Context: an optimization exercise on an open-source flow, tuned for small area. The choices shown serve that exercise and are no tape-out recipe.
The RTL was checked by simulation tests, not by an equivalence proof against the original design.

==> 03-19: inputs <==
Design regfile_multiport, start of the top module:
module regfile_multiport #(
    parameter int XLEN    = regfile_pkg::XLEN_DEF,
    parameter int NREGS   = regfile_pkg::NREGS_DEF,
    parameter int AW      = $clog2(NREGS),
    parameter int NRD     = regfile_pkg::NRD_DEF,
    parameter int SP_IDX  = regfile_pkg::SP_IDX_DEF,
    parameter int SP_INIT = regfile_pkg::SP_INIT_DEF
) (
    input  logic              clk,
    input  logic              rst_n,
    input  logic              regWrite,
    input  logic [AW-1:0]     rd,
    input  logic [XLEN-1:0]   writeData,
    input  logic [NRD*AW-1:0] rs,
    output logic [NRD*XLEN-1:0] readData,
    output logic [NRD-1:0]    rsPending,
    input  logic              markValid,
    input  logic [AW-1:0]     markRd,
    output logic              ready,
    input  logic [AW-1:0]     displaySelect,
    output logic [XLEN-1:0]   displayData,
    input  logic [AW-1:0]     vgaSelect,
    output logic [XLEN-1:0]   vgaData
);
==> module regfile_multiport, before the edit <==
module regfile_multiport #(
    parameter int XLEN    = regfile_pkg::XLEN_DEF,
    parameter int NREGS   = regfile_pkg::NREGS_DEF,
    parameter int AW      = $clog2(NREGS),
    parameter int NRD     = regfile_pkg::NRD_DEF,
    parameter int SP_IDX  = regfile_pkg::SP_IDX_DEF,
    parameter int SP_INIT = regfile_pkg::SP_INIT_DEF
) (
    input  logic              clk,
    input  logic              rst_n,
    input  logic              regWrite,
    input  logic [AW-1:0]     rd,
    input  logic [XLEN-1:0]   writeData,
    input  logic [NRD*AW-1:0] rs,
    output logic [NRD*XLEN-1:0] readData,
    output logic [NRD-1:0]    rsPending,
    input  logic              markValid,
    input  logic [AW-1:0]     markRd,
    output logic              ready,
    input  logic [AW-1:0]     displaySelect,
    output logic [XLEN-1:0]   displayData,
    input  logic [AW-1:0]     vgaSelect,
    output logic [XLEN-1:0]   vgaData
);
    regfile_pkg::state_t state;
    logic [AW-1:0]     idx;
    logic [XLEN-1:0]   regs [NREGS];
    logic [NREGS-1:0]  pending;
    logic              wr_en;
    logic [NREGS*XLEN-1:0] regs_flat;
    assign regs_flat[0 +: XLEN] = '0;
    for (genvar i = 1; i < NREGS; i++) begin : g_flat
        assign regs_flat[i*XLEN +: XLEN] = regs[i];
    end
    assign ready = (state == regfile_pkg::S_RUN);
    assign wr_en = ready && regWrite && (rd != '0);
    always_ff @(posedge clk or negedge rst_n) begin
        if (!rst_n) begin
            state <= regfile_pkg::S_INIT;
            idx   <= AW'(1);
        end else if (state == regfile_pkg::S_INIT) begin
            idx <= idx + 1'b1;
            if (idx == AW'(NREGS - 1)) begin
                state <= regfile_pkg::S_RUN;
            end
        end
    end
    always_ff @(posedge clk) begin
        if (state == regfile_pkg::S_INIT) begin
            regs[idx] <= (idx == AW'(SP_IDX)) ? XLEN'(SP_INIT) : '0;
        end else if (wr_en) begin
            regs[rd] <= writeData;
        end
    end
    always_ff @(posedge clk or negedge rst_n) begin
        if (!rst_n) begin
            pending <= '0;
        end else if (ready) begin
            if (wr_en) begin
                pending[rd] <= 1'b0;
            end
            if (markValid && markRd != '0) begin
                pending[markRd] <= 1'b1;
            end
        end
    end
    for (genvar k = 0; k < NRD; k++) begin : g_rd
        regfile_read_port #(
            .XLEN  (XLEN),
            .NREGS (NREGS),
            .AW    (AW)
        ) u_port (
            .regs    (regs_flat),
            .sel     (rs[k*AW +: AW]),
            .ready   (ready),
            .wr_en   (wr_en),
            .wr_idx  (rd),
            .wr_data (writeData),
            .data    (readData[k*XLEN +: XLEN])
        );
        assign rsPending[k] = ready & pending[rs[k*AW +: AW]];
    end
    regfile_read_port #(
        .XLEN  (XLEN),
        .NREGS (NREGS),
        .AW    (AW)
    ) u_display (
        .regs    (regs_flat),
        .sel     (displaySelect),
        .ready   (ready),
        .wr_en   (1'b0),
        .wr_idx  ('0),
        .wr_data ('0),
        .data    (displayData)
    );
    regfile_read_port #(
        .XLEN  (XLEN),
        .NREGS (NREGS),
        .AW    (AW)
    ) u_vga (
        .regs    (regs_flat),
        .sel     (vgaSelect),
        .ready   (ready),
        .wr_en   (1'b0),
        .wr_idx  ('0),
        .wr_data ('0),
        .data    (vgaData)
    );
endmodule
clock: 8.0 ns
lec_check: 0
cap_margin: 20
core_area: 5 5 415 415
cts_cluster_diameter: 100
cts_cluster_size: 25
die_area: 0 0 420 420
slew_margin: 20
run.sh (not shown) runs the stock make flow with config.mk's settings and CLKGATE_MAP_FILE= SYNTH_SCRIPT=/design/flow/synth_recipe.tcl, a recipe that flattens the netlist after the stock synthesis.
==> inputs of 02-24, as changes to 03-19 <==
--- a/flow/design.v
+++ b/flow/design.v
@@ -64,6 +64,5 @@
     logic              wr_en;
     logic [NREGS*XLEN-1:0] regs_flat;
-    assign regs_flat[0 +: XLEN] = '0;
-    for (genvar i = 1; i < NREGS; i++) begin : g_flat
+    for (genvar i = 0; i < NREGS; i++) begin : g_flat
         assign regs_flat[i*XLEN +: XLEN] = regs[i];
     end
Settings changed: CTS_CLUSTER_DIAMETER 100 to default, CTS_CLUSTER_SIZE 25 to default.
==> inputs of 03-21, as changes to 03-19 <==
Settings changed: CTS_CLUSTER_DIAMETER 100 to default, CTS_CLUSTER_SIZE 25 to default.
==> summary of the runs <==
- Against 02-24, the synthesized cell count of 03-19 is smaller by 16%.
- Against 03-19, the final cell count of 02-24 is larger by about 14%.
- Between 02-24 and 03-21, the lower fmax is in 03-21 (gap 5.0%, measured against 03-21).
- In critical path depth, 03-21 and 02-24 do not differ.
- The lowest setup slack belongs to 03-21, the highest to 02-24.

-- static timing again, ports no longer ideal --
The results above use ideal ports. As a check the final layouts listed here were re-extracted and re-timed, cells and wires unchanged.
Step 1 assumes that a clkbuf_16 drives the clock port and a buf_2 every other input.
Step 2 adds t to the input delays and takes it off the output delays; t is the mean of the earliest and latest rising clock arrival at the registers after step 1. Input paths then give back, and output paths get back, about the clock's delay inside the block.
Slacks: no drivers / after step 1 / after step 2; pairs: no drivers / after step 1.
run | t (ns) | setup slack, ns | pins driven straight from the clock port
03-19 | 0.777 | 0.701 / 0.671 / 0.671 | 1
02-24 | 0.841 | 1.030 / 1.005 / 1.005 | 1
03-21 | 0.845 | 0.681 / 0.648 / 0.648 | 1
After both steps setup and hold are still met in every run listed. For 03-21, which loses most, drivers alone change the setup slack by -0.033 ns; drivers and shift together by -0.033 ns.
